From an optimization exercise on the open Yosys and OpenROAD flow, aimed at small area, a short achievable clock period and few clock cycles; shortcuts taken in it are not production practice. At most, simulation tests tie the RTL to the original design; equivalence was not proved. The RTL of runs 2 to 4 was laid out without a check of its function.

==> flow/design.v (outline; a module is shown in full before it is edited, if it fits) <==
// module mul_unit: 973 lines
// module bignum_top: 466 lines
module bignum_top
(
    input  logic              i_clk,
    input  logic              i_rst_n,
    input  logic              i_req_valid,
    output logic              o_req_ready,
    input  logic [1:0]        i_req_op,
    input  logic [19:0]       i_req_a_addr,
    input  logic [19:0]       i_req_b_addr,
    input  logic [19:0]       i_req_dst_addr,
    input  logic [7:0]        i_req_a_len,
    input  logic [7:0]        i_req_b_len,
    output logic              o_rsp_valid,
    input  logic              i_rsp_ready,
    output logic [7:0]        o_rsp_len,
    output logic [19:0]       o_mem_addr,
    output logic              o_mem_we,
    output logic [15:0]       o_mem_wdata,
    input  logic [15:0]       i_mem_rdata
);
  // ...
==> flow/flow/run.sh <==
#!/bin/bash
set -euo pipefail
bash standard.sh SETUP_SLACK_MARGIN=6 finish > standard.log 2>&1
==> flow/standard.sh <==
#!/bin/bash
# synth_recipe.tcl (not shown) runs the flow's synth.tcl, then flattens the netlist and writes it again
# the make line also repeats each setting of config.mk as NAME=value (left out here)
make -C /OpenROAD-flow-scripts/flow DESIGN_CONFIG=/design/flow/config.mk WORK_HOME=/design/flow/orfs CLKGATE_MAP_FILE= SYNTH_SCRIPT=/design/flow/synth_recipe.tcl "${@:-finish}"
==> flow/config.mk <==
export PLATFORM = sky130hd
export DESIGN_NAME = bignum_top
export DESIGN_NICKNAME = bignum_top
export VERILOG_FILES = /design/flow/design.v
export SDC_FILE = /design/flow/constraint.sdc
export NUM_CORES = 4
export LEC_CHECK = 0
export ABC_CLOCK_PERIOD_IN_PS = 3000
export CAP_MARGIN = 20
export CORE_MARGIN = 5
export CORE_UTILIZATION = 40
export SETUP_SLACK_MARGIN = 5
export SLEW_MARGIN = 20
==> flow/constraint.sdc <==
create_clock -name core_clock -period 9.0 [get_ports {i_clk}]
set_input_delay 1.8000 -clock core_clock [delete_from_list [all_inputs] [get_ports {i_clk}]]
set_output_delay 1.8000 -clock core_clock [all_outputs]
set_load 0.01 [all_outputs]
==> impl_metrics.env, run 1 <==
export IMPL_numCtsBuffers=46
export IMPL_grt_util_met3_pct=4.30
export IMPL_r2r_end="creg[10]"
export IMPL_netlist_instances=3074
export IMPL_synth_fa_ha_area_share_pct=16.1
export IMPL_nClkBuffers=61
export IMPL_top_register="q0"
export IMPL_clk_latency_ns=0.60
export IMPL_yosysMostFrequentCell="inv_1"
export IMPL_setup_ws_ns=5.23
export IMPL_grt_pass1_wl_um=141000
export IMPL_multi_input_area_mm2=0.0182
export IMPL_setup_violations=0
export IMPL_dr_wl_met3_um=6680
export IMPL_synth_xor_area_share_pct=4.14
export IMPL_min_to="x0[10]"
export IMPL_crit_path_top_delay_cell="or4_4"
export IMPL_wl_per_cell_um=21.9
export IMPL_multi_input_area_share_pct=48.5
export IMPL_regArea_mm2=0.0104
export IMPL_status="finished clean"
export IMPL_path_max_fanout=4
export IMPL_via_per_inst=5.75
export IMPL_worst_path_buf_inv=3
export IMPL_dp_slack_ns=3.30
export IMPL_io_pins=145
export IMPL_dp_cells=3959
export IMPL_synth_nets=3438
export IMPL_slew_headroom_pct=30.7
export IMPL_initial_utilization_pct=40.5
export IMPL_core_area_mm2=0.0689
export IMPL_signal_buffers=454
export IMPL_crit_chain="inv_2 > fa_1 > fa_1 > inv_2 > ha_4 > nand2_4 > or4_4 > buf_6 > nor3_4 > nor4_4 > o21ai_2 > a2111oi_1 > or3_1"
export IMPL_dpl_cell_area_mm2=0.0305
export IMPL_fin_crit_ns=3.77
export IMPL_finalInstanceArea_mm2=0.0375
export IMPL_layout_cells_non_filler=4306
export IMPL_die_x_um=274
export IMPL_nonClkBufAreaFrac_pct=13.5
export IMPL_top_layer="met5"
export IMPL_cts_hold_buf=0
Testbench counts, summed over its fixed seeds: cycles 11,912.
==> module bignum_top, before the edit <==
module bignum_top
(
    input  logic              i_clk,
    input  logic              i_rst_n,
    input  logic              i_req_valid,
    output logic              o_req_ready,
    input  logic [1:0]        i_req_op,
    input  logic [19:0]       i_req_a_addr,
    input  logic [19:0]       i_req_b_addr,
    input  logic [19:0]       i_req_dst_addr,
    input  logic [7:0]        i_req_a_len,
    input  logic [7:0]        i_req_b_len,
    output logic              o_rsp_valid,
    input  logic              i_rsp_ready,
    output logic [7:0]        o_rsp_len,
    output logic [19:0]       o_mem_addr,
    output logic              o_mem_we,
    output logic [15:0]       o_mem_wdata,
    input  logic [15:0]       i_mem_rdata
);
    typedef enum logic [3:0] {
        S_IDLE,
        S_RESP,
        S_RA,    
        S_RB,    
        S_W,     
        S_BUB,   
        S_TW,    
        S_LB,    
        S_LX,    
        S_IT0,   
        S_IT1,   
        S_IT2,   
        S_FL     
    } state_e;
    localparam logic [1:0] B_A = 2'd0, B_B = 2'd1, B_D = 2'd2;
    localparam logic [1:0] O_X = 2'd0, O_Y = 2'd1, O_D = 2'd2, O_W = 2'd3;
    state_e      state, cur;
    logic        cur_j0, cur_last, cur_chunk0, cur_bz, cur_fl0, cur_xr;
    logic        we_f;                   
    logic [1:0]  sel_b, sel_o;           
    logic        sel_z;                  
    logic        ready_q;
    logic        rsp_q;
    logic        we_q;
    logic [19:0] addr_q;
    logic [15:0] wdata_q;
    logic [19:0] base_a, base_b, base_d;
    logic [7:0]  o_x, o_y, o_d, o_w;    
    logic        swap_q;
    logic        is_sub, is_add;
    logic [7:0]  cnt_a, cnt_b, ylen;
    logic        a_z, a_o, b_z, b_o;      
    logic        elem0, was_ra, comp_q, carry_q, tw;
    logic [1:0]  k, lx, kx, fl;          
    logic        xr;                     
    logic        chunk0, j0, last_q;
    logic [15:0] x0, x1, x2;
    logic [15:0] r0, r1, r2;
    logic [15:0] breg;
    logic [31:0] q0, q1;
    logic [15:0] rsel;                   
    logic        v3, l3;
    logic [1:0]  m3;
    logic [15:0] creg;
    assign o_req_ready = ready_q;
    assign o_rsp_valid = rsp_q;
    assign o_rsp_len   = o_w;       
    assign o_mem_addr  = addr_q;
    assign o_mem_we    = we_q;
    assign o_mem_wdata = wdata_q;
    logic        accept;
    logic        swap;
    state_e      n_state;
    logic        n_we;
    logic [1:0]  n_bsel, n_osel;
    logic        n_ozero;
    logic [19:0] n_base;
    logic [7:0]  n_off;
    logic [19:0] n_addr;
    logic [1:0]  b_x, b_y;
    logic [7:0]  x_len, y_len;           
    logic        m1_valid;
    logic [1:0]  m1_slot;
    assign accept = i_req_valid && ready_q && (state == S_IDLE);
    assign swap   = (i_req_b_len < i_req_a_len);
    assign b_x    = swap_q ? B_B : B_A;
    assign b_y    = swap_q ? B_A : B_B;
    assign x_len  = swap ? i_req_b_len : i_req_a_len;
    assign y_len  = swap ? i_req_a_len : i_req_b_len;
    always_comb begin
        n_state = state;
        n_we    = 1'b0;
        n_bsel  = B_D;
        n_osel  = O_W;
        n_ozero = 1'b0;
        case (state)
            S_IDLE: ;
            S_RESP: ;
            S_RA: begin
                if (!b_z) begin
                    n_state = S_RB;
                    n_bsel  = B_B;
                    n_osel  = O_Y;
                end else if (!elem0) begin
                    n_state = S_W;
                    n_we    = 1'b1;
                end else if (!a_o) begin
                    n_state = S_RA;
                    n_bsel  = B_A;
                    n_osel  = O_X;
                end else begin
                    n_state = S_BUB;
                end
            end
            S_RB: begin
                if (!elem0) begin
                    n_state = S_W;
                    n_we    = 1'b1;
                end else if (!a_z) begin
                    n_state = S_RA;
                    n_bsel  = B_A;
                    n_osel  = O_X;
                end else if (!b_o) begin
                    n_state = S_RB;
                    n_bsel  = B_B;
                    n_osel  = O_Y;
                end else begin
                    n_state = S_BUB;
                end
            end
            S_W: begin
                if (!a_z) begin
                    n_state = S_RA;
                    n_bsel  = B_A;
                    n_osel  = O_X;
                end else if (!b_z) begin
                    n_state = S_RB;
                    n_bsel  = B_B;
                    n_osel  = O_Y;
                end else begin
                    n_state = S_TW;
                    n_we    = 1'b1;
                end
            end
            S_BUB: begin
                n_state = S_TW;
                n_we    = 1'b1;
            end
            S_TW: begin
                if (tw) begin
                    n_state = S_TW;
                    n_we    = 1'b1;
                end else begin
                    n_state = S_RESP;
                end
            end
            S_LB: begin
                n_state = S_LX;
                n_bsel  = b_x;
                n_osel  = O_X;
            end
            S_LX: begin
                if (lx != 2'd1) begin
                    n_state = S_LX;
                    if (kx != 2'd0) begin
                        n_bsel = b_x;
                        n_osel = O_X;
                    end
                end else begin
                    n_state = S_IT0;
                    n_osel  = O_D;
                end
            end
            S_IT0: begin
                n_state = S_IT1;
                n_we    = !j0;
            end
            S_IT1: begin
                if (last_q) begin
                    n_state = S_FL;
                    n_we    = 1'b1;
                end else begin
                    n_state = S_IT2;
                    n_bsel  = b_y;
                    n_osel  = O_Y;
                end
            end
            S_IT2: begin
                n_state = S_IT0;
                n_osel  = O_D;
            end
            S_FL: begin
                if (fl != 2'd0) begin
                    n_state = S_FL;
                    n_we    = 1'b1;
                end else if (!a_z) begin
                    n_state = S_LB;
                    n_bsel  = b_y;
                    n_ozero = 1'b1;
                end else begin
                    n_state = S_RESP;
                end
            end
            default: n_state = S_IDLE;
        endcase
    end
    always_comb begin
        case (sel_b)
            B_A:     n_base = base_a;
            B_B:     n_base = base_b;
            default: n_base = base_d;
        endcase
        case (sel_o)
            O_X:     n_off = o_x;
            O_Y:     n_off = o_y;
            O_D:     n_off = o_d;
            default: n_off = o_w;
        endcase
        if (sel_z) n_off = 8'd0;
        if (accept)
            n_addr = (i_req_op[1] && !swap) ? i_req_b_addr : i_req_a_addr;
        else
            n_addr = n_base + {12'd0, n_off};
    end
    always_ff @(posedge i_clk or negedge i_rst_n) begin
        if (!i_rst_n) begin
            state   <= S_IDLE;
            cur     <= S_IDLE;
            we_f    <= 1'b0;
            ready_q <= 1'b1;
            rsp_q   <= 1'b0;
            we_q    <= 1'b0;
        end else begin
            if (accept) begin
                state   <= i_req_op[1] ? S_LX : S_RB;
                cur     <= i_req_op[1] ? S_LB : S_RA;
                we_f    <= 1'b0;
                ready_q <= 1'b0;
                rsp_q   <= 1'b0;
                we_q    <= 1'b0;
            end else if (cur == S_RESP && i_rsp_ready) begin
                state   <= S_IDLE;
                cur     <= S_IDLE;
                we_f    <= 1'b0;
                ready_q <= 1'b1;
                rsp_q   <= 1'b0;
                we_q    <= 1'b0;
            end else begin
                state   <= n_state;
                cur     <= state;
                we_f    <= n_we;
                ready_q <= (state == S_IDLE);
                rsp_q   <= (state == S_RESP);
                we_q    <= we_f;
            end
        end
    end
    always_ff @(posedge i_clk) begin
        if (accept) begin
            sel_b <= (i_req_op[1] && !swap) ? B_A : B_B;
            sel_o <= i_req_op[1] ? O_X : O_Y;
            sel_z <= 1'b0;
        end else begin
            sel_b <= n_bsel;
            sel_o <= n_osel;
            sel_z <= n_ozero;
        end
        cur_j0     <= j0;
        cur_last   <= last_q;
        cur_chunk0 <= chunk0;
        cur_bz     <= b_z;
        cur_fl0    <= (state == S_FL) && (fl == k);
        cur_xr     <= xr;
    end
    always_ff @(posedge i_clk) begin
        addr_q <= n_addr;
        xr     <= accept ? i_req_op[1] : ((n_state == S_LX) && (n_osel == O_X));
        if (accept) begin
            base_a <= i_req_a_addr;
            base_b <= i_req_b_addr;
            base_d <= i_req_dst_addr;
            o_x    <= i_req_op[1] ? 8'd0 : 8'd1;
            o_y    <= i_req_op[1] ? 8'd1 : 8'd0;
            o_d    <= 8'd0;
            o_w    <= 8'd0;
            swap_q <= swap;
            is_sub <= (i_req_op == 2'd1);
            is_add <= (i_req_op == 2'd0);
            elem0  <= 1'b1;
            chunk0 <= 1'b1;
            if (i_req_op[1]) begin
                k      <= (x_len > 8'd2) ? 2'd3 : x_len[1:0];
                kx     <= (x_len > 8'd2) ? 2'd2 : (x_len[1:0] - 2'd1);
                lx     <= 2'd3;
                cnt_a  <= x_len;
                a_z    <= 1'b0;
                a_o    <= (x_len == 8'd1);
                ylen   <= y_len;
                cnt_b  <= y_len;
                last_q <= (y_len == 8'd1);
                j0     <= 1'b1;
            end else begin
                cnt_a  <= i_req_a_len - 8'd1;
                a_z    <= (i_req_a_len == 8'd1);
                a_o    <= (i_req_a_len == 8'd2);
                cnt_b  <= i_req_b_len;
                b_z    <= 1'b0;
                b_o    <= (i_req_b_len == 8'd1);
            end
        end else begin
            if (state != S_IDLE && state != S_RESP && !sel_z) begin
                case (sel_o)
                    O_X: o_x <= o_x + 8'd1;
                    O_Y: o_y <= o_y + 8'd1;
                    O_D: o_d <= o_d + 8'd1;
                    default: if (we_f) o_w <= o_w + 8'd1;
                endcase
            end
            case (state)
                S_RA: begin
                    cnt_a <= cnt_a - 8'd1;
                    a_z   <= a_o;
                    a_o   <= (cnt_a == 8'd2);
                    if (b_z) elem0 <= 1'b0;
                end
                S_RB: begin
                    cnt_b <= cnt_b - 8'd1;
                    b_z   <= b_o;
                    b_o   <= (cnt_b == 8'd2);
                    elem0 <= 1'b0;
                end
                S_W:   if (a_z && b_z) tw <= is_add;
                S_BUB: tw <= is_add;
                S_TW:  tw <= 1'b0;
                S_LB: begin
                    k      <= (cnt_a > 8'd2) ? 2'd3 : cnt_a[1:0];
                    kx     <= (cnt_a > 8'd2) ? 2'd2 : (cnt_a[1:0] - 2'd1);
                    lx     <= 2'd3;
                    cnt_b  <= ylen;
                    last_q <= (ylen == 8'd1);
                    j0     <= 1'b1;
                    o_d    <= o_x;
                    o_w    <= o_x;
                end
                S_LX: begin
                    if (xr) begin
                        cnt_a <= cnt_a - 8'd1;
                        a_z   <= a_o;
                        a_o   <= (cnt_a == 8'd2);
                    end
                    if (lx != 2'd1 && kx != 2'd0) kx <= kx - 2'd1;
                    lx    <= lx - 2'd1;
                end
                S_IT1: fl <= k;
                S_IT2: begin
                    cnt_b  <= cnt_b - 8'd1;
                    last_q <= (cnt_b == 8'd2);
                    j0     <= 1'b0;
                end
                S_FL: begin
                    if (fl != 2'd0) fl <= fl - 2'd1;
                    else begin
                        o_y    <= 8'd1;
                        chunk0 <= 1'b0;
                    end
                end
                default: ;
            endcase
        end
    end
    logic [16:0] sum;
    assign sum = {1'b0, creg} + {1'b0, (is_sub ? ~breg : breg)} + {16'd0, carry_q};
    logic [31:0] mr0, mr1;
    logic [31:0] acc_r;
    logic [31:0] t1s, t1c, t2s, t2c;
    logic [31:0] acc;
    logic [15:0] lo, hi;
    mul_unit i_mul (
        .i_x  (x0),
        .i_y  (breg),
        .o_r0 (mr0),
        .o_r1 (mr1)
    );
    always_comb begin
        m1_valid = 1'b0;
        m1_slot  = 2'd0;
        case (cur)
            S_IT0: begin
                m1_valid = 1'b1;
                m1_slot  = 2'd0;
            end
            S_IT1: begin
                m1_valid = 1'b1;
                m1_slot  = 2'd1;
            end
            S_IT2: begin
                m1_valid = 1'b1;
                m1_slot  = 2'd2;
            end
            S_FL: begin
                m1_valid = cur_fl0;
                m1_slot  = 2'd2;
            end
            default: ;
        endcase
    end
    always_comb begin
        acc_r = {16'd0, rsel};
        t1s = q0 ^ q1 ^ acc_r;
        t1c = ((q0 & q1) | (acc_r & (q0 ^ q1))) << 1;
        t2s = t1s ^ t1c ^ {16'd0, creg};
        t2c = ((t1s & t1c) | ({16'd0, creg} & (t1s ^ t1c))) << 1;
        acc = t2s + t2c;
        lo  = acc[15:0];
        hi  = acc[31:16];
    end
    always_ff @(posedge i_clk) begin
        q0  <= mr0;
        q1  <= mr1;
        v3  <= m1_valid;
        m3  <= m1_slot;
        if (cur_j0) rsel <= 16'd0;
        else begin
            case (m1_slot)
                2'd0:    rsel <= r0;
                2'd1:    rsel <= r1;
                default: rsel <= r2;
            endcase
        end
        l3  <= cur_last;
        x0 <= x1;
        x1 <= x2;
        x2 <= (cur == S_LX) ? (cur_xr ? i_mem_rdata : 16'd0) : x0;
        case (cur)
            S_RA: breg <= 16'd0;
            S_RB: breg <= i_mem_rdata;
            S_LB, S_IT2: breg <= i_mem_rdata;
            default: ;
        endcase
        was_ra <= (cur == S_RA);
        comp_q <= ((cur == S_RA) && cur_bz) || (cur == S_RB);
        if (cur == S_RA) creg <= i_mem_rdata;
        else if (cur == S_RB && !was_ra) creg <= 16'd0;
        else if (cur == S_IT0) creg <= cur_chunk0 ? 16'd0 : i_mem_rdata;
        else if (v3) creg <= hi;
        if (v3) begin
            if (m3 == 2'd1) r0 <= lo;
            if (m3 == 2'd2) begin
                r1 <= lo;
                r2 <= hi;
            end
        end
        if (accept) carry_q <= (i_req_op == 2'd1);
        if (comp_q) begin
            wdata_q <= sum[15:0];
            carry_q <= sum[16];
        end else if (cur == S_W || cur == S_TW) begin
            wdata_q <= {15'd0, carry_q};
        end else if (v3 && (m3 == 2'd0 || l3)) begin
            wdata_q <= lo;
        end else if (cur == S_FL) begin
            wdata_q <= creg;
        end
    end
endmodule
==> inputs of run 2 (changes only) <==
--- a/flow/design.v
+++ b/flow/design.v
@@ -1191,7 +1191,7 @@
             default: n_off = o_w;
         endcase
         if (sel_z) n_off = 8'd0;
-        if (accept)
+        if (ready_q)
             n_addr = (i_req_op[1] && !swap) ? i_req_b_addr : i_req_a_addr;
         else
             n_addr = n_base + {12'd0, n_off};
@@ -1230,7 +1230,7 @@
         end
     end
     always_ff @(posedge i_clk) begin
-        if (accept) begin
+        if (ready_q) begin
             sel_b <= (i_req_op[1] && !swap) ? B_A : B_B;
             sel_o <= i_req_op[1] ? O_X : O_Y;
             sel_z <= 1'b0;
@@ -1248,8 +1248,8 @@
     end
     always_ff @(posedge i_clk) begin
         addr_q <= n_addr;
-        xr     <= accept ? i_req_op[1] : ((n_state == S_LX) && (n_osel == O_X));
-        if (accept) begin
+        xr     <= ready_q ? i_req_op[1] : ((n_state == S_LX) && (n_osel == O_X));
+        if (ready_q) begin
             base_a <= i_req_a_addr;
             base_b <= i_req_b_addr;
             base_d <= i_req_dst_addr;
@@ -1424,7 +1424,7 @@
                 r2 <= hi;
             end
         end
-        if (accept) carry_q <= (i_req_op == 2'd1);
+        if (ready_q) carry_q <= (i_req_op == 2'd1);
         if (comp_q) begin
             wdata_q <= sum[15:0];
             carry_q <= sum[16];
==> flow/run.sh (new file) <==
#!/bin/bash
# synth_recipe.tcl (not shown) runs the flow's synth.tcl, then flattens the netlist and writes it again
# the make line also repeats each setting of config.mk as NAME=value (left out here)
make -C /OpenROAD-flow-scripts/flow DESIGN_CONFIG=/design/flow/config.mk WORK_HOME=/design/flow/orfs CLKGATE_MAP_FILE= SYNTH_SCRIPT=/design/flow/synth_recipe.tcl finish
--- a/flow/config.mk
+++ b/flow/config.mk
@@ -5,6 +5,7 @@
 export SDC_FILE = /design/flow/constraint.sdc
 export NUM_CORES = 4
 export LEC_CHECK = 0
+export ABC_AREA = 1
 export ABC_CLOCK_PERIOD_IN_PS = 3000
 export CAP_MARGIN = 20
 export CORE_MARGIN = 5
removed: flow/flow/run.sh
removed: flow/standard.sh
==> run 2 against run 1 <==
Clock skew is 0.0034 ns lower; synthesized area is 5.2% lower; critical path depth down 8; clock-buffer cell count up 3; still clean; core utilization decreased by 7.8 points; largest cell class unchanged.
==> impl_metrics.env, run 2 <==
export IMPL_grtUsageTotal_pct=21.7
export IMPL_wl_per_cell_um=19.0
export IMPL_overflow=0
export IMPL_yosysMostFrequentCell="nand2_1"
export IMPL_wl_um=78500
export IMPL_dr_pass1_iters=6
export IMPL_rrSetupSlack_ns=5.13
export IMPL_hold_ws_ns=0.321
export IMPL_cap_violations=0
export IMPL_seq_area_frac_synth_pct=39.1
export IMPL_crit_start="i_req_op[1]"
export IMPL_path_max_fanout=15
export IMPL_dp_cells=4032
export IMPL_antenna_found_initial=9
export IMPL_chipHeight_um=267
export IMPL_layout_drive_gt1_share_pct=5.84
export IMPL_drv_slew=0
export IMPL_grt_max_degree=55
export IMPL_synth_edf_count=207
export IMPL_worst_path_buf_inv=3
export IMPL_finalCritPeriodShare_pct=43.4
export IMPL_fill_cells=6299
export IMPL_reg2regPathDepth=10
export IMPL_top_register="q0"
export IMPL_layout_commonest_cell="nand2_1"
export IMPL_ant_nets=0
export IMPL_grt_pass1_wl_um=122000
export IMPL_r2r_start="breg[8]"
export IMPL_status="finished clean"
export IMPL_drt_iter0_drc=1805
export IMPL_start_kind="primary input"
export IMPL_die_x_um=267
export IMPL_placementRows=94
export IMPL_synth_area_leaders="edfxtp_1 (23%), dfxtp_1 (14%), fa_1 (10%), nand2_1 (8.2%), inv_1 (6.9%)"
export IMPL_yosys_area_top_type="edfxtp_1"
export IMPL_reg_top3="q0 x32, q1 x31"
export IMPL_hold_path_class="reg2reg"
export IMPL_path_class="in2reg"
export IMPL_hp_start="x1[2]"
export IMPL_syn_avg_cell_area_um2=8.54
export IMPL_cp_required_ns=9.33
export IMPL_layout_cells_non_filler=4140
export IMPL_final_nets=3596
export IMPL_fin_crit_ns=3.91
export IMPL_dp_slack_ns=4.02
export IMPL_dieArea_mm2=0.0714
export IMPL_drc_errors=0
export IMPL_setup_worst_path_end="lx[1]"
export IMPL_layout_common_cells="nand2_1 (578), inv_1 (485), nor2_1 (253), edfxtp_1 (207), dfxtp_1 (191)"
export IMPL_vias=21300
export IMPL_postSynth_asyncResetShare_pct=2.93
export IMPL_portBuffers=144
export IMPL_numCtsBuffers=47
export IMPL_netlist_area_leader_share_pct=23.5
export IMPL_setup_ws_ns=5.09
export IMPL_clk_pin_slew_ns=0.07
export IMPL_critPathTopFamily="buffers and inverters"
export IMPL_grt_pass1_vias=20700
export IMPL_io_pins=145
export IMPL_clk_latency_ns=0.59
export IMPL_netlist_top_cells_count="nand2_1 (581), inv_1 (490), nor2_1 (260)"
export IMPL_synth_cell_type_count=56
export IMPL_synth_ff_type="edfxtp_1"
export IMPL_synth_seq_cells=410
export IMPL_synthesis_area_mm2=0.0265
export IMPL_worst_slew_pin_slew_ns=0.982
export IMPL_setup_violations=0
export IMPL_r2r_end="q1[23]"
export IMPL_hpwl_um=59700
export IMPL_hold_viol=0
export IMPL_multi_input_area_mm2=0.0138
export IMPL_ys_warn_count=1
export IMPL_worst_path_stages=5
export IMPL_clockRootBuffer="clkbuf_16"
export IMPL_fin_skew_ns=0.0248
export IMPL_via_per_inst=5.16
export IMPL_crit_chain="clkdlybuf4s50_1 > nor2_1 > inv_1 > o21ai_0 > inv_1"
export IMPL_rsz0062_at_grt="yes"
export IMPL_cpMostUsedCell="inv_1"
export IMPL_crit_path_end_kind="flip-flop"
export IMPL_fin_setup_tns_ns=0
export IMPL_netlist_instances=3098
export IMPL_initial_utilization_pct=40.3
export IMPL_htree_levels=2
export IMPL_regArea_mm2=0.0103
export IMPL_slowest_delay_ns=0.79
export IMPL_cts_tree="done"
export IMPL_core_area_mm2=0.0657
export IMPL_largest_reg_flops=32
export IMPL_place_congestion=0.926
export IMPL_cts_path_max_buffers=3
export IMPL_arrival_ns=4.24
export IMPL_synth_nets=3462
export IMPL_area_delta_synth_final_pct=15.8
export IMPL_crit_path_top_delay_cell="nor2_1"
export IMPL_achievable_frequency_mhz=256
export IMPL_clkSinkCount=410
export IMPL_slew_headroom_pct=34.5
==> run 2: cell count changes after synthesis, sizes merged, moves of 56 or more <==
cell / change
clkbuf: -130
o21ai: -56
mux2i: -75
a22oi: -60
xor2: +108
nand2: +345
inv: +232
nand3: +88
a21oi: -122
==> run 2: cells by family after synthesis <==
logic type               count (synthesis)  share of synthesized area (%)
AND/OR/NAND/NOR                       1111                           18.0
buffers and inverters                  617                           9.03
AO/OA/AOI/OAI                          500                           11.0
flip-flops                             410                           39.1
adder cells (fa/ha/maj)                266                           16.5
XOR/XNOR                               194                           6.42
==> run 2: through the flow <==
step | util (%) | instance area, um^2
6_report | 46.6 | 30600
5_1_grt | 46.6 | 30600
4_1_cts | 46.4 | 30500
3_5_place_dp | 43.7 | 28700
3_3_place_gp | 43.7 | 28700
2_1_floorplan | - | 26500
==> run 2: worst min path at each step <==
| stage | end | slack [ns] | cells past startpoint |
|---|---|---|---|
| floorplan | l3 | 0.31 | 0 |
| global placement | x1[10] | 0.31 | 0 |
| detailed placement | x0[2] | 0.31 | 0 |
| CTS | x0[2] | 0.32 | 0 |
| global route | x0[7] | 0.32 | 0 |
| finish | x0[2] | 0.32 | 0 |
==> run 2: per-layer routing <==
layer	track usage [%]	share of wire (%)	up-vias
met4	5.98	2.9	12
met2	33.6	44	753
li1	-	-	10400
met3	4.22	7.8	121
met1	31.2	45	10000
met5	0	0.088	-
==> run 2: area by class of cell <==
class / instances / area share, %
Clock inverter: 22 / 0.988
Sequential cell: 410 / 33.8
Multi-Input combinational cell: 2072 / 45.1
Antenna cell: 7 / 0.0572
Timing Repair Buffer: 177 / 5.66
Tap cell: 864 / 3.53
Inverter: 521 / 6.45
Timing Repair inverter: 3 / 0.0735
Clock buffer: 64 / 4.39
==> run 2: worst register-to-register path, delay by kind of cell (launching register included) <==
| kind | cells | cell delay [ns] |
|---|---|---|
| adder cells (fa/ha/maj) | 4 | 1.87 |
| XOR/XNOR | 1 | 0.23 |
| AO/OA/AOI/OAI | 1 | 0.19 |
| AND/OR/NAND/NOR | 2 | 0.84 |
| buffers and inverters | 2 | 0.10 |
| flip-flops | 1 | 0.52 |
==> run 2: repair_timing <==
item                                    4_1_cts  5_1_grt
pin swaps                                     1        3
gates resized for setup                      17       16
endpoints found under the setup margin       56       51
gates cloned                                  2        2
hold buffers                                  0        0
setup buffers                                 4        7
==> inputs of run 3 (changes only) <==
--- a/flow/config.mk
+++ b/flow/config.mk
@@ -10,5 +10,6 @@
 export CAP_MARGIN = 20
 export CORE_MARGIN = 5
 export CORE_UTILIZATION = 40
+export CTS_BUF_LIST = sky130_fd_sc_hd__clkbuf_4 sky130_fd_sc_hd__clkbuf_8
 export SETUP_SLACK_MARGIN = 5
 export SLEW_MARGIN = 20
==> run 3 against run 2 <==
Still clean on timing, DRC and antenna; critical path depth up 7; critical path type is now reg2reg; final cell count grew 1.4%; critical endpoint is now q1[20]; largest cell class unchanged; synthesized area stayed put; maximum frequency is 1.5% higher.
==> impl_metrics.env, run 3 <==
export IMPL_status="finished clean"
export IMPL_rsz0062_at_grt="no"
export IMPL_ant_nets=0
export IMPL_crit_chain="buf_8 > nand2_1 > inv_1 > nor2_4 > clkinvlp_4 > o22ai_1 > xor2_1 > fa_1 > fa_1 > fa_1 > inv_1 > fa_1"
export IMPL_netlist_top_cells_count="nand2_1 (581), inv_1 (490), nor2_1 (260)"
export IMPL_dpl_cell_area_mm2=0.0287
export IMPL_htree_levels=3
export IMPL_crit_start="breg[3]"
export IMPL_cts_path_max_buffers=3
export IMPL_grt_pass1_wl_um=122000
export IMPL_final_core_util_pct=46.7
export IMPL_drc_errors=0
export IMPL_netlist_area_leader_share_pct=23.5
export IMPL_path_max_fanout=21
export IMPL_final_nets=3629
export IMPL_worst_slew_pin_slew_ns=1.02
export IMPL_synth_ff_type="edfxtp_1"
export IMPL_wl_per_cell_um=18.8
export IMPL_netlist_instances=3098
export IMPL_cts_tree="done"
export IMPL_fin_skew_ns=0.0506
export IMPL_setup_worst_path_end="q1[20]"
export IMPL_fin_crit_ns=3.85
export IMPL_grt_pass1_vias=21000
export IMPL_synth_edf_count=207
export IMPL_place_congestion=0.926
export IMPL_placementRows=94
export IMPL_io_pins=145
export IMPL_r2r_end="q1[20]"
export IMPL_yosysMostFrequentCell="nand2_1"
export IMPL_cts_hold_buf=0
export IMPL_seq_area_frac_synth_pct=39.1
export IMPL_path_class="reg2reg"
export IMPL_initial_utilization_pct=40.3
export IMPL_hold_viol=0
export IMPL_ys_warn_count=1
export IMPL_hold_path_class="reg2reg"
export IMPL_clkSinkCount=410
export IMPL_clk_latency_ns=0.66
export IMPL_clockRootBuffer="clkbuf_8"
export IMPL_synth_nets=3462
export IMPL_cp_required_ns=9.50
export IMPL_fin_setup_tns_ns=0
export IMPL_postSynth_asyncResetShare_pct=2.93
export IMPL_slowest_delay_ns=0.51
export IMPL_cap_violations=0
export IMPL_setup_violations=0
export IMPL_hpwl_um=59700
export IMPL_synth_cell_type_count=56
export IMPL_fill_cells=6373
export IMPL_layout_common_cells="nand2_1 (577), inv_1 (484), nor2_1 (253), edfxtp_1 (207), dfxtp_1 (191)"
export IMPL_syn_avg_cell_area_um2=8.54
export IMPL_synth_seq_cells=410
export IMPL_core_area_mm2=0.0657
export IMPL_numCtsBuffers=76
export IMPL_wl_um=78800
export IMPL_chipHeight_um=267
export IMPL_grtUsageTotal_pct=21.9
export IMPL_multi_input_area_mm2=0.0138
export IMPL_regArea_mm2=0.0103
export IMPL_synthesis_area_mm2=0.0265
export IMPL_grt_max_degree=55
export IMPL_vias=21600
export IMPL_top_register="q0"
export IMPL_via_per_inst=5.14
export IMPL_dp_slack_ns=4.02
export IMPL_reg_top3="q0 x32, q1 x31"
export IMPL_crit_path_top_delay_cell="fa_1"
export IMPL_antenna_found_initial=10
export IMPL_die_x_um=267
export IMPL_start_kind="flip-flop"
export IMPL_crit_path_end_kind="flip-flop"
export IMPL_reg2regPathDepth=12
export IMPL_portBuffers=144
export IMPL_drt_iter0_drc=1744
export IMPL_drv_slew=0
export IMPL_layout_commonest_cell="nand2_1"
export IMPL_dieArea_mm2=0.0714
export IMPL_rrSetupSlack_ns=5.15
export IMPL_layout_drive_gt1_share_pct=7.72
export IMPL_finalInstanceArea_mm2=0.0307
export IMPL_yosys_area_top_type="edfxtp_1"
export IMPL_finalCritPeriodShare_pct=42.8
export IMPL_dr_pass1_iters=6
export IMPL_largest_reg_flops=32
export IMPL_achievable_frequency_mhz=260
export IMPL_area_delta_synth_final_pct=16.1
export IMPL_slew_headroom_pct=32.2
export IMPL_arrival_ns=4.35
export IMPL_cpMostUsedCell="fa_1"
export IMPL_r2r_start="breg[3]"
export IMPL_clk_pin_slew_ns=0.06
export IMPL_setup_ws_ns=5.15
export IMPL_synth_area_leaders="edfxtp_1 (23%), dfxtp_1 (14%), fa_1 (10%), nand2_1 (8.2%), inv_1 (6.9%)"
export IMPL_overflow=0
-- run 3: layout make-up --
class                      instances  share of cell area, %
antenna                            6                 0.0489
tap                              864                   3.52
timing repair buffer             181                   5.74
clock buffer                     118                   4.76
timing repair inverter             3                 0.0652
clock inverter                    22                  0.745
inverter                         521                   6.44
sequential                       410                   33.7
multi-input combinational       2072                   45.0
-- run 3: cells by family (layout without fill, tap and decap cells) --
group	count (synthesis)	count (layout)	synth area share [%]
compound gates	500	500	11.0
flops	410	410	39.1
simple gates	1111	1112	18.0
buf+inv	617	845	9.03
other cells	0	6	0
xor+xnor	194	194	6.42
fa+ha+maj	266	266	16.5
-- run 3: repair_timing --
action                     CTS  global route
pin swaps                    1             2
cloned                       3             1
buffers inserted             5            10
resized for setup           16            16
setup endpoints to repair   55            49
-- run 3: critical path: cells and delay by family (launching register included) --
family,cells,cell delay [ns]
fa+ha+maj,4,1.89
buf+inv,4,0.58
flops,1,0.44
simple gates,2,0.28
xor+xnor,1,0.27
compound gates,1,0.23
-- run 3: worst min path at each step --
| stage | start | endpoint | depth (start not counted) |
|---|---|---|---|
| 6_report | x1[7] | x0[7] | 0 |
| 5_1_grt | x1[7] | x0[7] | 0 |
| 4_1_cts | x1[7] | x0[7] | 0 |
| 3_5_place_dp | x1[2] | x0[2] | 0 |
| 3_3_place_gp | x2[10] | x1[10] | 0 |
| 2_1_floorplan | cur_last | l3 | 0 |
-- run 3: routing by layer --
layer	vias to the layer above	track usage (%)	share of wire (%)
met5	-	0	0.086
met4	12	6.87	2.9
met3	136	4.18	7.6
met2	795	33.8	44
met1	10100	31.2	45
li1	10500	-	-
-- run 3: metrics by stage --
step           hold slack [ns]  instances
4_1_cts                  0.323       4180
2_1_floorplan            0.310       3098
3_3_place_gp             0.310       4031
3_5_place_dp             0.312       4032
5_1_grt                  0.325       4192
6_report                 0.322       4197
==> inputs of run 4 (changes only) <==
==> flow/flow/run.sh (new file) <==
#!/bin/bash
# The standard layout flow (the standard.sh: the standard synthesis, then
# ORFS to the final layout with the same SDC and clock period), except that
# every input and output port gets a sky130_fd_sc_hd__buf_1 as its port
# buffer instead of the cell buffer_ports picks by default. Each tool's full
# output goes to its ORFS log under orfs/logs; make's output to standard.log.
set -euo pipefail
bash standard.sh "BUFFER_PORTS_ARGS=-buffer_cell sky130_fd_sc_hd__buf_1" finish > standard.log 2>&1
==> flow/standard.sh (new file) <==
#!/bin/bash
# synth_recipe.tcl (not shown) runs the flow's synth.tcl, then flattens the netlist and writes it again
# the make line also repeats each setting of config.mk as NAME=value (left out here)
make -C /OpenROAD-flow-scripts/flow DESIGN_CONFIG=/design/flow/config.mk WORK_HOME=/design/flow/orfs CLKGATE_MAP_FILE= SYNTH_SCRIPT=/design/flow/synth_recipe.tcl "${@:-finish}"
--- a/flow/config.mk
+++ b/flow/config.mk
@@ -10,6 +10,5 @@
 export CAP_MARGIN = 20
 export CORE_MARGIN = 5
 export CORE_UTILIZATION = 40
-export CTS_BUF_LIST = sky130_fd_sc_hd__clkbuf_4 sky130_fd_sc_hd__clkbuf_8
 export SETUP_SLACK_MARGIN = 5
 export SLEW_MARGIN = 20
removed: flow/run.sh
==> run 4 against run 3 <==
Core utilization down 1.9 points; largest cell class unchanged; hold slack better by 0.00094 ns; synthesized cell count unchanged; sequential share of layout area up 1.4 points; register-to-register slack about the same; still clean on timing, DRC and antenna; critical endpoint is now q1[18]; clock-buffer cell count down 64; global-route usage down 0.48 points; critical path type unchanged; routed wire length down 1.0%; worst setup slack worse by 0.013 ns.
==> impl_metrics.env, run 4 <==
export IMPL_status="finished clean"
export IMPL_portBuffers=144
export IMPL_hold_viol=0
export IMPL_cts_path_max_buffers=3
export IMPL_worst_slew_pin_slew_ns=1.11
export IMPL_cp_required_ns=9.47
export IMPL_fin_crit_ns=3.86
export IMPL_initial_utilization_pct=40.3
export IMPL_largest_reg_flops=32
export IMPL_netlist_top_cells_count="nand2_1 (581), inv_1 (490), nor2_1 (260)"
export IMPL_layout_cells_non_filler=4142
export IMPL_yosys_area_top_type="edfxtp_1"
export IMPL_die_x_um=267
export IMPL_synth_cell_type_count=56
export IMPL_netlist_instances=3098
export IMPL_achievable_frequency_mhz=259
export IMPL_grt_max_degree=65
export IMPL_fin_setup_tns_ns=0
export IMPL_placementRows=94
export IMPL_via_per_inst=5.18
export IMPL_place_congestion=0.916
export IMPL_overflow=0
export IMPL_path_max_fanout=9
export IMPL_path_class="reg2reg"
export IMPL_clockRootBuffer="clkbuf_16"
export IMPL_slowest_delay_ns=0.53
export IMPL_synth_edf_count=207
export IMPL_grt_pass1_vias=20700
export IMPL_yosysMostFrequentCell="nand2_1"
export IMPL_cts_hold_buf=0
export IMPL_hold_path_class="reg2reg"
export IMPL_hold_ws_ns=0.323
export IMPL_drv_slew=0
export IMPL_regArea_mm2=0.0103
export IMPL_synth_seq_cells=410
export IMPL_slew_headroom_pct=25.5
export IMPL_clk_latency_ns=0.60
export IMPL_reg_top3="q0 x32, q1 x31"
export IMPL_clk_pin_slew_ns=0.06
export IMPL_crit_path_top_delay_cell="fa_1"
export IMPL_multi_input_area_mm2=0.0138
export IMPL_ant_nets=0
export IMPL_finalCritPeriodShare_pct=42.9
export IMPL_final_core_util_pct=44.9
export IMPL_setup_violations=0
export IMPL_antenna_found_initial=9
export IMPL_htree_levels=2
export IMPL_wl_per_cell_um=18.8
export IMPL_postSynth_asyncResetShare_pct=2.93
export IMPL_fin_skew_ns=0.0308
export IMPL_top_register="q0"
export IMPL_layout_commonest_cell="nand2_1"
export IMPL_start_kind="flip-flop"
export IMPL_arrival_ns=4.34
export IMPL_grt_pass1_wl_um=121000
export IMPL_cap_violations=0
export IMPL_dr_pass1_iters=5
export IMPL_dp_cells=4032
export IMPL_crit_path_end_kind="flip-flop"
export IMPL_io_pins=145
export IMPL_numCtsBuffers=46
export IMPL_core_area_mm2=0.0657
export IMPL_chipHeight_um=267
export IMPL_dieArea_mm2=0.0714
export IMPL_fill_cells=6486
export IMPL_cts_tree="done"
export IMPL_area_delta_synth_final_pct=11.4
export IMPL_cpMostUsedCell="fa_1"
export IMPL_ys_warn_count=1
export IMPL_vias=21500
export IMPL_synth_ff_type="edfxtp_1"
export IMPL_grtUsageTotal_pct=21.4
export IMPL_synth_area_leaders="edfxtp_1 (23%), dfxtp_1 (14%), fa_1 (10%), nand2_1 (8.2%), inv_1 (6.9%)"
export IMPL_netlist_area_leader_share_pct=23.5
export IMPL_synthesis_area_mm2=0.0265
export IMPL_hpwl_um=59400
export IMPL_synth_nets=3462
export IMPL_wl_um=77900
export IMPL_layout_drive_gt1_share_pct=5.83
export IMPL_crit_chain="clkinv_1 > o21ai_4 > buf_4 > o22ai_1 > xor2_1 > fa_1 > inv_1 > fa_1 > fa_1 > inv_1 > fa_1"
export IMPL_layout_common_cells="nand2_1 (577), inv_1 (483), nor2_1 (256), edfxtp_1 (207), dfxtp_1 (191)"
export IMPL_seq_area_frac_synth_pct=39.1
export IMPL_clkSinkCount=410
export IMPL_drc_errors=0
export IMPL_syn_avg_cell_area_um2=8.54
export IMPL_rsz0062_at_grt="no"
export IMPL_final_nets=3601
export IMPL_drt_iter0_drc=1895
## run 4: changes by cell type in the layout (fill, tap and decap cells not counted), moves of 9 or more
cell             before  now
buf_1                 0  144
buf_4                31   40
clkbuf_16             0   47
clkbuf_4             26    0
clkbuf_8             92    1
clkdlybuf4s50_1     143    0
## run 4: final cells by class
class                   instances  area share [%]
multi-input cells            2071            46.7
flip-flops and latches        410            35.1
inverters                     521            6.70
clock buffers                  54            4.11
well taps                     864            3.67
repair buffers                185            2.92
clock inverters                31           0.747
repair inverters                2          0.0424
diodes                          4          0.0339
## run 4: final timing paths
| kind | start | end | slack (ns) | cells past startpoint |
|---|---|---|---|---|
| max | breg[15] | q1[18] | 5.14 | 11 |
| min | x1[13] | x0[13] | 0.32 | 0 |
| max reg2reg | breg[15] | q1[18] | 5.14 | 11 |
| min reg2reg | x1[13] | x0[13] | 0.32 | 0 |
| max in group asynchronous | i_rst_n | state[3] | 7.29 | 1 |
| min in group asynchronous | i_rst_n | we_q | 1.24 | 1 |
## run 4: worst max-delay path: cells and delay by family, from the launching register on
kind,cells,cell delay (ns)
flip-flops,1,0.37
adder cells (fa/ha/maj),4,1.89
XOR/XNOR,1,0.19
AO/OA/AOI/OAI,2,0.55
buffers and inverters,4,0.74
## run 4: per-stage QoR
| stage | worst slack [ns] | instance area [um^2] |
|---|---|---|
| 2_1_floorplan | 5.16 | 26500 |
| 3_3_place_gp | 4.40 | 27800 |
| 3_5_place_dp | 4.33 | 27800 |
| 4_1_cts | 5.00 | 29300 |
| 5_1_grt | 5.01 | 29500 |
| 6_report | 5.14 | 29500 |
## run 4: metal layers
| layer | GRT usage (%) | part of all wire, % |
|---|---|---|
| met3 | 3.99 | 7.1 |
| met4 | 7.28 | 3.4 |
| met5 | 0 | 0.091 |
| met2 | 32.9 | 44 |
| met1 | 30.5 | 45 |
## run 4: cell families (layout without fill, tap and decap cells)
| group | Yosys count | after routing | synth area share (%) |
|---|---|---|---|
| simple gates | 1111 | 1111 | 18.0 |
| buf+inv | 617 | 793 | 9.03 |
| compound gates | 500 | 500 | 11.0 |
| flops | 410 | 410 | 39.1 |
| fa+ha+maj | 266 | 266 | 16.5 |
| xor+xnor | 194 | 194 | 6.42 |
| other cells | 0 | 4 | 0 |
## run 4: timing repair
action / 4_1_cts / 5_1_grt
gates cloned: 0 / 2
endpoints found under the setup margin: 31 / 47
pin swaps: 0 / 1
buffers inserted: 3 / 16
gates resized for setup: 6 / 10
==> inputs of run 5 (changes only) <==
--- a/flow/design.v
+++ b/flow/design.v
@@ -1013,13 +1013,14 @@
     logic        we_f;                   
     logic [1:0]  sel_b, sel_o;           
     logic        sel_z;                  
+    logic        sel_c;                  
     logic        ready_q;
     logic        rsp_q;
     logic        we_q;
     logic [19:0] addr_q;
     logic [15:0] wdata_q;
     logic [19:0] base_a, base_b, base_d;
-    logic [7:0]  o_x, o_y, o_d, o_w;    
+    logic [7:0]  o_x, o_y, o_w;         
     logic        swap_q;
     logic        is_sub, is_add;
     logic [7:0]  cnt_a, cnt_b, ylen;
@@ -1048,6 +1049,7 @@
     logic        n_we;
     logic [1:0]  n_bsel, n_osel;
     logic        n_ozero;
+    logic        n_oinc;
     logic [19:0] n_base;
     logic [7:0]  n_off;
     logic [19:0] n_addr;
@@ -1061,12 +1063,23 @@
     assign b_y    = swap_q ? B_A : B_B;
     assign x_len  = swap ? i_req_b_len : i_req_a_len;
     assign y_len  = swap ? i_req_a_len : i_req_b_len;
+    logic        a_gt2, b_gt2, a_eq1, b_eq1;
+    logic [1:0]  a_k, b_k, a_kx, b_kx;
+    assign a_gt2 = (i_req_a_len > 8'd2);
+    assign b_gt2 = (i_req_b_len > 8'd2);
+    assign a_eq1 = (i_req_a_len == 8'd1);
+    assign b_eq1 = (i_req_b_len == 8'd1);
+    assign a_k   = a_gt2 ? 2'd3 : i_req_a_len[1:0];
+    assign b_k   = b_gt2 ? 2'd3 : i_req_b_len[1:0];
+    assign a_kx  = a_gt2 ? 2'd2 : (i_req_a_len[1:0] - 2'd1);
+    assign b_kx  = b_gt2 ? 2'd2 : (i_req_b_len[1:0] - 2'd1);
     always_comb begin
         n_state = state;
         n_we    = 1'b0;
         n_bsel  = B_D;
         n_osel  = O_W;
         n_ozero = 1'b0;
+        n_oinc  = 1'b0;
         case (state)
             S_IDLE: ;
             S_RESP: ;
@@ -1162,6 +1175,7 @@
             S_IT2: begin
                 n_state = S_IT0;
                 n_osel  = O_D;
+                n_oinc  = 1'b1;
             end
             S_FL: begin
                 if (fl != 2'd0) begin
@@ -1187,14 +1201,13 @@
         case (sel_o)
             O_X:     n_off = o_x;
             O_Y:     n_off = o_y;
-            O_D:     n_off = o_d;
             default: n_off = o_w;
         endcase
         if (sel_z) n_off = 8'd0;
         if (ready_q)
             n_addr = (i_req_op[1] && !swap) ? i_req_b_addr : i_req_a_addr;
         else
-            n_addr = n_base + {12'd0, n_off};
+            n_addr = n_base + {12'd0, n_off} + {19'd0, sel_c};
     end
     always_ff @(posedge i_clk or negedge i_rst_n) begin
         if (!i_rst_n) begin
@@ -1234,10 +1247,12 @@
             sel_b <= (i_req_op[1] && !swap) ? B_A : B_B;
             sel_o <= i_req_op[1] ? O_X : O_Y;
             sel_z <= 1'b0;
+            sel_c <= 1'b0;
         end else begin
             sel_b <= n_bsel;
             sel_o <= n_osel;
             sel_z <= n_ozero;
+            sel_c <= n_oinc;
         end
         cur_j0     <= j0;
         cur_last   <= last_q;
@@ -1255,7 +1270,6 @@
             base_d <= i_req_dst_addr;
             o_x    <= i_req_op[1] ? 8'd0 : 8'd1;
             o_y    <= i_req_op[1] ? 8'd1 : 8'd0;
-            o_d    <= 8'd0;
             o_w    <= 8'd0;
             swap_q <= swap;
             is_sub <= (i_req_op == 2'd1);
@@ -1263,15 +1277,15 @@
             elem0  <= 1'b1;
             chunk0 <= 1'b1;
             if (i_req_op[1]) begin
-                k      <= (x_len > 8'd2) ? 2'd3 : x_len[1:0];
-                kx     <= (x_len > 8'd2) ? 2'd2 : (x_len[1:0] - 2'd1);
+                k      <= swap ? b_k : a_k;
+                kx     <= swap ? b_kx : a_kx;
                 lx     <= 2'd3;
                 cnt_a  <= x_len;
                 a_z    <= 1'b0;
-                a_o    <= (x_len == 8'd1);
+                a_o    <= swap ? b_eq1 : a_eq1;
                 ylen   <= y_len;
                 cnt_b  <= y_len;
-                last_q <= (y_len == 8'd1);
+                last_q <= swap ? a_eq1 : b_eq1;
                 j0     <= 1'b1;
             end else begin
                 cnt_a  <= i_req_a_len - 8'd1;
@@ -1286,7 +1300,6 @@
                 case (sel_o)
                     O_X: o_x <= o_x + 8'd1;
                     O_Y: o_y <= o_y + 8'd1;
-                    O_D: o_d <= o_d + 8'd1;
                     default: if (we_f) o_w <= o_w + 8'd1;
                 endcase
             end
@@ -1313,7 +1326,6 @@
                     cnt_b  <= ylen;
                     last_q <= (ylen == 8'd1);
                     j0     <= 1'b1;
-                    o_d    <= o_x;
                     o_w    <= o_x;
                 end
                 S_LX: begin
==> run 5 against run 4 <==
Still clean on timing, DRC and antenna; hold slack improved by 0.0017 ns; routed wire length grew 0.73%; non-clock buffer count up 1; via count increased by 0.29%; sequential cell count is 7 lower; clock skew rose by 0.0011 ns; sequential share of layout area fell by 0.91 points; critical path depth shrank 9; register-to-register slack got worse by 0.02 ns; global-route usage is 0.22 points higher; critical path type is now reg2out; largest cell class unchanged; highest routed layer unchanged.
==> impl_metrics.env, run 5 <==
export IMPL_cts_hold_buf=0
export IMPL_critPathTopFamily="flip-flops"
export IMPL_io_pins=145
export IMPL_slew_headroom_pct=32.1
export IMPL_synth_top_family_by_area="simple AND/OR/NAND/NOR gates"
export IMPL_postSynth_asyncResetShare_pct=2.98
export IMPL_synthesis_area_mm2=0.0266
export IMPL_core_area_mm2=0.0659
export IMPL_multi_input_area_mm2=0.0137
export IMPL_fill_cells=6598
export IMPL_synth_xor_area_share_pct=6.09
export IMPL_numCtsBuffers=47
export IMPL_place_congestion=0.955
export IMPL_fin_skew_ns=0.0319
export IMPL_grt_max_degree=63
export IMPL_worst_slew_pin_slew_ns=1.02
export IMPL_status="finished clean"
export IMPL_clkSinkCount=403
export IMPL_path_max_fanout=62
export IMPL_cts_path_max_buffers=3
export IMPL_dr_pass1_iters=5
export IMPL_cap_violations=0
export IMPL_grt_pass1_wl_um=121000
export IMPL_layout_common_cells="nand2_1 (634), inv_1 (565), nor2_1 (234), edfxtp_1 (207)"
export IMPL_top_register="q0"
export IMPL_hold_path_class="reg2reg"
export IMPL_cts_tree="done"
export IMPL_yosys_area_share_simple_pct=19.3
export IMPL_clk_latency_ns=0.60
export IMPL_finalInstanceArea_mm2=0.0299
export IMPL_yosysMostFrequentCell="nand2_1"
export IMPL_synth_nets=3554
export IMPL_syn_avg_cell_area_um2=8.33
export IMPL_worst_path_buf_inv=2
export IMPL_netlist_top_cells_count="nand2_1 (639), inv_1 (570), nor2_1 (240)"
export IMPL_hold_viol=0
export IMPL_dieArea_mm2=0.0717
export IMPL_synth_seq_cells=403
export IMPL_slowest_delay_ns=0.80
export IMPL_arrival_ns=2.14
export IMPL_grt_util_met1_pct=28.1
export IMPL_achievable_frequency_mhz=254
export IMPL_clk_pin_slew_ns=0.06
export IMPL_busiest_layer="met2"
export IMPL_largest_reg_flops=32
export IMPL_fin_crit_ns=3.94
export IMPL_initial_utilization_pct=40.4
export IMPL_wl_per_cell_um=18.5
export IMPL_die_x_um=268
export IMPL_crit_path_end_kind="output pin"
export IMPL_wl_um=78500
export IMPL_grtUsageMet2_pct=36.6
export IMPL_synth_ff_type="edfxtp_1"
export IMPL_vias=21500
export IMPL_synth_fa_ha_area_share_pct=16.4
export IMPL_seq_area_frac_synth_pct=38.4
export IMPL_hpwl_um=60600
export IMPL_synth_area_leaders="edfxtp_1 (23%), dfxtp_1 (14%), fa_1 (10%), nand2_1 (9.0%), inv_1 (8.0%)"
export IMPL_grt_util_met3_pct=5.40
export IMPL_chipHeight_um=268
export IMPL_area_delta_synth_final_pct=12.3
export IMPL_yosys_area_top_type="edfxtp_1"
export IMPL_clockRootBuffer="clkbuf_16"
export IMPL_finalCritPeriodShare_pct=43.7
export IMPL_layout_drive_gt1_share_pct=5.74
export IMPL_netlist_instances=3191
export IMPL_placementRows=94
export IMPL_fin_setup_tns_ns=0
export IMPL_grt_pass1_vias=21100
export IMPL_reg_top3="q0 x32, q1 x31"
export IMPL_drc_errors=0
export IMPL_layout_commonest_cell="nand2_1"
export IMPL_htree_levels=2
export IMPL_synth_cell_type_count=59
export IMPL_ys_warn_count=1
export IMPL_synth_edf_count=207
export IMPL_grtUsageTotal_pct=21.6
export IMPL_portBuffers=144
export IMPL_drt_iter0_drc=1688
export IMPL_ant_nets=0
export IMPL_synthMuxAreaShare_pct=0.0376
export IMPL_rsz0062_at_grt="yes"
export IMPL_netlist_area_leader_share_pct=23.4
export IMPL_crit_path_top_delay_cell="dfstp_4"
export IMPL_regArea_mm2=0.0102
export IMPL_hold_ws_ns=0.325
export IMPL_cp_required_ns=7.20
export IMPL_via_per_inst=5.09
export IMPL_drv_slew=0
export IMPL_overflow=0
export IMPL_dpl_cell_area_mm2=0.0279
export IMPL_crit_chain="buf_6 > buf_1"
export IMPL_start_kind="flip-flop"
export IMPL_synth_compound_area_share_pct=9.68
export IMPL_antenna_found_initial=11
export IMPL_path_class="reg2out"
export IMPL_setup_violations=0
export IMPL_final_nets=3687
==> run 5: cell types whose count changed after synthesis, moves of 16 or more <==
cell      previous run  this run
inv_1              490       570
nand2_1            581       639
nand3_1            145       184
nor2_1             260       240
o21ai_0            135       118
nand3b_1             9        25
==> run 5: final timing paths <==
path | end | slack [ns] | cells past startpoint | from
worst max register to register | q1[22] | 5.12 | 13 | breg[6]
worst max-delay path | o_req_ready | 5.06 | 2 | ready_q
worst min register to register | x0[12] | 0.32 | 0 | x1[12]
worst min-delay path | x0[12] | 0.32 | 0 | x1[12]
min in group asynchronous | state[0] | 1.19 | 1 | i_rst_n
max in group asynchronous | state[3] | 7.40 | 1 | i_rst_n
==> run 5: through the flow <==
step           util (%)  std cells  worst slack [ns]
6_report           45.4       4233              5.06
5_1_grt            45.3       4227              4.96
4_1_cts            45.1       4217              5.02
3_5_place_dp       42.4       4118              4.09
3_3_place_gp       42.4       4118              4.13
2_1_floorplan         -       3191              5.22
==> run 5: final cells by class <==
type                    count  area share (%)
flip-flops and latches    403            34.2
multi-input cells        2088            46.0
inverters                 598            7.57
clock buffers              74            5.16
repair buffers            186            2.97
diodes                      6          0.0503
clock inverters            14           0.490
well taps                 864            3.62
==> run 5: layer usage <==
layer | up-vias | share of wire, %
met3 | 151 | 7.6
met2 | 697 | 47
li1 | 10500 | -
met5 | - | 0.078
met4 | 8 | 2.6
met1 | 10100 | 43
==> run 5: cell families after synthesis <==
group | Yosys count
fa+ha+maj | 265
xor+xnor | 185
flops | 403
buf+inv | 700
simple gates | 1193
mux | 1
compound gates | 444
==> run 5: timing repair <==
item / CTS / global route
buffers inserted: 11 / 10
gates resized for setup: 6 / 17
setup endpoints to repair: 55 / 40
Testbench counts of run 5, summed over its fixed seeds: cycles 11,912.

-- what the ideal ports hide --
No port has a modelled driver above. Below, the same layouts with a new extraction and two added sets of constraints. Step 1: set_driving_cell puts a clkbuf_16 on i_clk and a buf_2 on each other input, an assumption about the parent block. Step 2, shift: input delay + t, output delay - t, t = (earliest + latest rising clock arrival at the registers) / 2. This alone moves slack from input paths to output paths. a / b / c = no drivers / after step 1 / after step 2; a / b = the first two.
| run | shift t [ns] | slack for setup (ns) | hold slack, ns |
|---|---|---|---|
| run 1 | 0.643 | 5.229 / 5.229 / 4.600 | 0.321 / 0.321 / 0.321 |
| run 2 | 0.637 | 5.090 / 5.068 / 4.468 | 0.321 / 0.321 / 0.321 |
| run 3 | 0.696 | 5.149 / 5.108 / 4.507 | 0.322 / 0.322 / 0.322 |
| run 4 | 0.645 | 5.135 / 5.135 / 4.564 | 0.323 / 0.323 / 0.323 |
| run 5 | 0.649 | 5.064 / 5.002 / 4.712 | 0.325 / 0.325 / 0.325 |
After both steps setup and hold are still met in every run listed. For run 3, which loses most, drivers alone change the setup slack by -0.041 ns; drivers and shift together by -0.642 ns.
